From an optimization exercise on the open Yosys and OpenROAD flow, aimed at small area; shortcuts taken in it are not production practice. The RTL was checked by simulation tests, not by an equivalence proof against the original design. Power figures rest on the tool's default switching activity, not on a simulated workload. The clock port is modelled as an ideal driver; clocking choices that lean on that would not hold on a real chip.

==> flow/design.v (excerpt) <==
module gray_window_3x3 #(
  parameter int IMG_WIDTH  = img_params_pkg::IMG_WIDTH_DEF,
  parameter int IMG_HEIGHT = img_params_pkg::IMG_HEIGHT_DEF,
  parameter int DATA_WIDTH = img_params_pkg::DATA_WIDTH_DEF
) (
  input  logic                              clk,
  input  logic                              rstn,
  input  logic                              start,
  input  logic                              in_valid,
  input  logic [DATA_WIDTH-1:0]             in_data,
  output logic                              in_ready,
  output logic                              win_valid,
  output logic [9*DATA_WIDTH-1:0]           win_data,
  output logic [$clog2(IMG_HEIGHT)-1:0]     out_row,
  output logic [$clog2(IMG_WIDTH)-1:0]      out_col,
  output logic                              busy,
  output logic                              done
);
Size in the first run: ~3,800 cells after synthesis, ~3,600 flip-flops.
export LEC_CHECK = 0
export CAP_MARGIN = 20
export CORE_MARGIN = 2
export CORE_UTILIZATION = 50
export PLACE_DENSITY = 0.6
export SLEW_MARGIN = 20
create_clock -name core_clock -period 10.0 [get_ports {clk}]
standard.sh (not shown) runs the stock make flow with config.mk's settings and CLKGATE_MAP_FILE= SYNTH_SCRIPT=/design/flow/synth_recipe.tcl, a recipe that flattens the netlist after the stock synthesis.
==> flow/flow/run.sh <==
#!/bin/bash
# The standard layout (standard.sh), with two changes passed through the
# environment: clock tree synthesis without dummy loads and with clustering
# of our own choice, and the smallest buffer for the port buffers.
export CTS_ARGS="-sink_clustering_enable -repair_clock_nets -dont_use_dummy_load -buf_list sky130_fd_sc_hd__clkbuf_8 -sink_clustering_size 20 -sink_clustering_max_diameter 60"
export BUFFER_PORTS_ARGS="-buffer_cell sky130_fd_sc_hd__buf_1"
bash standard.sh > standard_sh.log 2>&1
Next try:
==> flow/flow/run.sh (replaced) <==
#!/bin/bash
# The standard layout (standard.sh), with two changes passed through the
# environment: clock tree synthesis without dummy loads and with clustering
# of our own choice, and the smallest buffer for the port buffers.
export CTS_ARGS="-sink_clustering_enable -repair_clock_nets -dont_use_dummy_load -buf_list sky130_fd_sc_hd__clkbuf_8 -sink_clustering_size 18 -sink_clustering_max_diameter 50"
export BUFFER_PORTS_ARGS="-buffer_cell sky130_fd_sc_hd__buf_1"
bash standard.sh > standard_sh.log 2>&1
- CORE_UTILIZATION: 50 -> 60
- PLACE_DENSITY: 0.6 -> 0.7
=>
- final area is about the same
- sequential share of layout area climbs by 0.19 points
- core utilization goes up by 11 points
- clock-buffer cell count went up by 25
- setup slack degrades by 94 ps
- worst hold slack loses 51 ps
- area after synthesis does not change
- die area falls by 17%
- total power came out higher by 0.36%
Next try:
==> flow/flow/run.sh (replaced) <==
#!/bin/bash
# The standard layout (standard.sh), with two changes passed through the
# environment: clock tree synthesis without dummy loads and with clustering
# of our own choice, and the smallest buffer for the port buffers.
export CTS_ARGS="-sink_clustering_enable -repair_clock_nets -dont_use_dummy_load -buf_list sky130_fd_sc_hd__clkbuf_4 -sink_clustering_size 11 -sink_clustering_max_diameter 45"
export BUFFER_PORTS_ARGS="-buffer_cell sky130_fd_sc_hd__buf_1"
bash standard.sh > standard_sh.log 2>&1
Outcome:
- synthesized area does not change
- final area stays flat
- count of clock-buffer cells in the layout came out higher by 156
- setup slack is worse by 330 ps
- cell count went up by 2.5%
- clock power goes down by about 3%
- non-clock buffer count is unchanged
- routed wire length is higher by 2.7%
- via count is higher by 3.4%
- clock skew fell by 27 ps
Next try:
==> flow/flow/run.sh (replaced) <==
#!/bin/bash
export CTS_ARGS="-sink_clustering_enable -repair_clock_nets -dont_use_dummy_load -buf_list sky130_fd_sc_hd__clkbuf_16 -sink_clustering_size 30 -sink_clustering_max_diameter 45"
export BUFFER_PORTS_ARGS="-buffer_cell sky130_fd_sc_hd__buf_1"
bash standard.sh > standard_sh.log 2>&1
Outcome: The changed run finished clean; core utilization increases by 2.4 points; fmax grows by 7.1%; routed wire length fell by 0.44%; register-to-register slack improved by 170 ps.
Next try:
==> flow/flow/run.sh (replaced) <==
#!/bin/bash
export CTS_ARGS="-sink_clustering_enable -repair_clock_nets -dont_use_dummy_load -buf_list sky130_fd_sc_hd__clkbuf_8 -sink_clustering_size 16 -sink_clustering_max_diameter 35"
export BUFFER_PORTS_ARGS="-buffer_cell sky130_fd_sc_hd__buf_1"
bash standard.sh > standard_sh.log 2>&1
- CAP_MARGIN: 20 -> 10
- SLEW_MARGIN: 20 -> 10
After rerunning: Clock skew is higher by 13 ps. Power is lower by 2.9%. Flip-flop and latch count does not change. Cell area is lower by 0.87%. Routed wire length is higher by 1.3%. Utilization is lower by 0.58 points. Register-to-register slack gets worse by 40 ps. Maximum frequency is lower by 1.9%. Die area stays the same. Global-route usage stays flat. Non-clock buffer count is lower by 1.

* * *

gray_window_3x3, a different RTL version from the one above (not shown whole).
For scale: about 3600 flip-flops, ~100 I/O pins.
==> flow/design.v (excerpt) <==
module gray_window_3x3 #(
  parameter int IMG_WIDTH  = img_params_pkg::IMG_WIDTH_DEF,
  parameter int IMG_HEIGHT = img_params_pkg::IMG_HEIGHT_DEF,
  parameter int DATA_WIDTH = img_params_pkg::DATA_WIDTH_DEF
) (
  input  logic                              clk,
  input  logic                              rstn,
  input  logic                              start,
  input  logic                              in_valid,
  input  logic [DATA_WIDTH-1:0]             in_data,
  output logic                              in_ready,
  output logic                              win_valid,
  output logic [9*DATA_WIDTH-1:0]           win_data,
  output logic [$clog2(IMG_HEIGHT)-1:0]     out_row,
  output logic [$clog2(IMG_WIDTH)-1:0]      out_col,
  output logic                              busy,
  output logic                              done
);
Settings: LEC_CHECK=0, ABC_AREA=1, CAP_MARGIN=20, CORE_MARGIN=2, CORE_UTILIZATION=60, PLACE_DENSITY=0.7, SLEW_MARGIN=20; clock period 10.0 ns.
==> flow/flow/run.sh <==
#!/bin/bash
export CTS_ARGS="-sink_clustering_enable -repair_clock_nets -dont_use_dummy_load -buf_list sky130_fd_sc_hd__clkbuf_8 -sink_clustering_size 18 -sink_clustering_max_diameter 50"
export BUFFER_PORTS_ARGS="-buffer_cell sky130_fd_sc_hd__buf_1"
bash standard.sh > standard_sh.log 2>&1
Change:
==> flow/run.sh (new file) <==
#!/bin/bash
# synth_recipe.tcl (not shown) runs the flow's synth.tcl, then flattens the netlist and writes it again
# the make line also repeats each setting of config.mk as NAME=value (left out here)
make -C /OpenROAD-flow-scripts/flow DESIGN_CONFIG=/design/flow/config.mk WORK_HOME=/design/flow/orfs CLKGATE_MAP_FILE= SYNTH_SCRIPT=/design/flow/synth_recipe.tcl finish
--- a/flow/config.mk
+++ b/flow/config.mk
@@ -7,7 +7,6 @@
 export LEC_CHECK = 0
-export ABC_AREA = 1
 export CAP_MARGIN = 20
 export CORE_MARGIN = 2
-export CORE_UTILIZATION = 60
-export PLACE_DENSITY = 0.7
+export CORE_UTILIZATION = 22
+export PLACE_DENSITY = 0.35
 export SLEW_MARGIN = 20
removed: flow/flow/run.sh
removed: flow/standard.sh
The new run passed the timing, DRC and antenna checks.
Total power grows by 28%.
Global-route usage is lower by 7.7 points.
Cell count grows by 67%.
Die area rose to 2.7 times its value.
Change:
==> flow/flow/run.sh (new file) <==
#!/bin/bash
cp standard.sh standard.sh.txt
cp synth_recipe.tcl synth_recipe.tcl.txt
export CTS_ARGS="-sink_clustering_enable -repair_clock_nets -dont_use_dummy_load -buf_list sky130_fd_sc_hd__clkbuf_8"
bash standard.sh > standard_sh.log 2>&1
==> flow/standard.sh (new file) <==
#!/bin/bash
# synth_recipe.tcl (not shown) runs the flow's synth.tcl, then flattens the netlist and writes it again
# the make line also repeats each setting of config.mk as NAME=value (left out here)
make -C /OpenROAD-flow-scripts/flow DESIGN_CONFIG=/design/flow/config.mk WORK_HOME=/design/flow/orfs CLKGATE_MAP_FILE= SYNTH_SCRIPT=/design/flow/synth_recipe.tcl "${@:-finish}"
--- a/flow/config.mk
+++ b/flow/config.mk
@@ -9,4 +9,4 @@
 export CORE_MARGIN = 2
-export CORE_UTILIZATION = 22
-export PLACE_DENSITY = 0.35
+export CORE_UTILIZATION = 60
+export PLACE_DENSITY = 0.7
 export SLEW_MARGIN = 20
removed: flow/run.sh
=>
- non-clock buffer count is lower by 10
- first-iteration DRC count is higher by about 12%
- clock power is lower by about 30%
- final area is lower by about 8%
- synthesized area stays the same
- sequential cell count is unchanged

* * *

Another version of the RTL of gray_window_3x3 (not shown whole).
Size in the first run: about 8,200 cells after synthesis, roughly 3,600 flip-flops, ~100 I/O pins, about 100,000 sq um of cells after synthesis.
clock: 10.0 ns
lec_check: 0
cap_margin: 20
core_margin: 2
core_utilization: 50
place_density: 0.6
slew_margin: 20
synth_hierarchical: 1
==> flow/flow/run.sh <==
#!/bin/bash
# The standard layout (standard.sh), with two changes passed through the
# environment: clock tree synthesis without dummy loads and with clustering
# of our own choice, and the smallest buffer for the port buffers.
export CTS_ARGS="-sink_clustering_enable -repair_clock_nets -dont_use_dummy_load -buf_list sky130_fd_sc_hd__clkbuf_8 -sink_clustering_size 18 -sink_clustering_max_diameter 60"
export BUFFER_PORTS_ARGS="-buffer_cell sky130_fd_sc_hd__buf_1"
bash standard.sh > standard_sh.log 2>&1
Change:
==> flow/flow/run.sh (replaced) <==
#!/bin/bash
# The standard layout (standard.sh), with two changes passed through the
# environment: clock tree synthesis without dummy loads and with clustering
# of our own choice, and the smallest buffer for the port buffers.
export CTS_ARGS="-sink_clustering_enable -repair_clock_nets -dont_use_dummy_load -buf_list sky130_fd_sc_hd__clkbuf_16 -sink_clustering_size 30 -sink_clustering_max_diameter 70"
export BUFFER_PORTS_ARGS="-buffer_cell sky130_fd_sc_hd__buf_1"
bash standard.sh > standard_sh.log 2>&1
- CORE_UTILIZATION: 50 -> 60
- PLACE_DENSITY: 0.6 -> 0.7
What happened:
- count of clock-buffer cells in the layout is lower by 78
- global-route usage is higher by 2.5 points
- maximum frequency goes up by a few percent
- hold slack degrades by 13 ps
- sequential power stays flat
- sequential share of layout area hardly moves
- core utilization goes up by 10 points
- first-iteration DRC count is higher by a little under a tenth
Change:
==> flow/flow/run.sh (replaced) <==
#!/bin/bash
# The standard layout (standard.sh), with two changes passed through the
# environment: clock tree synthesis without dummy loads and with clustering
# of our own choice, and the smallest buffer for the port buffers.
export CTS_ARGS="-sink_clustering_enable -repair_clock_nets -dont_use_dummy_load -buf_list sky130_fd_sc_hd__clkbuf_8 -sink_clustering_size 18 -sink_clustering_max_diameter 50"
export BUFFER_PORTS_ARGS="-buffer_cell sky130_fd_sc_hd__buf_1"
bash standard.sh > standard_sh.log 2>&1
- CORE_UTILIZATION: 60 -> 65
- PLACE_DENSITY: 0.7 -> 0.75
The changed run finished with timing, DRC and antenna clean.
Routed wire length barely changes.
Setup slack degrades by 52 ps.
Power goes down by a few percent.
Change:
- CORE_UTILIZATION: 65 -> 60
- PLACE_DENSITY: 0.75 -> 0.7
The changed run passed the timing, DRC and antenna checks.
Hold slack gains 21 ps.
Cell area barely changes.
Synthesized cell count does not change.
Sequential cell count stays the same.
Clock-buffer cell count rose by 1.
Register-to-register slack loses 30 ps.
Maximum frequency fell by 0.88%.
Clock power is about the same.
Total power barely changes.
First-iteration DRC count fell by 3.3%.
Die area rose by 8.2%.

## static timing again, ports no longer ideal
The results above use ideal ports. As a check the final layouts listed here were re-extracted and re-timed, cells and wires unchanged. Step 1 (the two cells are an assumption about what drives the block):
set clk [get_ports {clk}]
set_driving_cell -lib_cell sky130_fd_sc_hd__clkbuf_16 $clk
set_driving_cell -lib_cell sky130_fd_sc_hd__buf_2 [delete_from_list [all_inputs] $clk]
Step 2, shift: input delay + t, output delay - t, t = (earliest + latest rising clock arrival at the registers) / 2. This alone moves slack from input paths to output paths. Slacks: no drivers / after step 1 / after step 2; pairs: no drivers / after step 1.
run | t, ns | setup WS [ns] | worst setup path at the end | cell pins on the clock port's net
the first run of note 1 | 0.999 | 4.309 / 4.233 / 4.662 | input to register | 1
the second run of note 1 | 1.002 | 4.216 / 4.142 / 4.874 | input to register | 1
the third run of note 1 | 1.334 | 3.885 / 3.811 / 4.860 | input to register | 1
the fourth run of note 1 | 0.955 | 4.292 / 4.212 / 4.896 | input to register | 1
the fifth run of note 1 | 1.062 | 4.178 / 4.102 / 4.944 | input to register | 1
the first run of note 2 | 0.998 | 4.372 / 4.297 / 4.940 | input to register | 1
the second run of note 2 | 1.015 | 4.311 / 4.201 / 4.458 | input to register | 1
the third run of note 2 | 1.053 | 3.884 / 3.803 / 4.426 | input to register | 1
the first run of note 3 | 1.013 | 5.028 / 4.953 / 4.970 | input to register | 1
the second run of note 3 | 0.842 | 5.164 / 5.086 / 4.788 | input to register | 1
the third run of note 3 | 0.968 | 5.112 / 5.039 / 4.712 | input to register | 1
the fourth run of note 3 | 0.979 | 5.069 / 4.995 / 4.810 | input to register | 1
After both steps setup and hold are still met in every run listed. For the third run of note 3, which loses most, drivers alone change the setup slack by -0.073 ns; drivers and shift together by -0.400 ns.
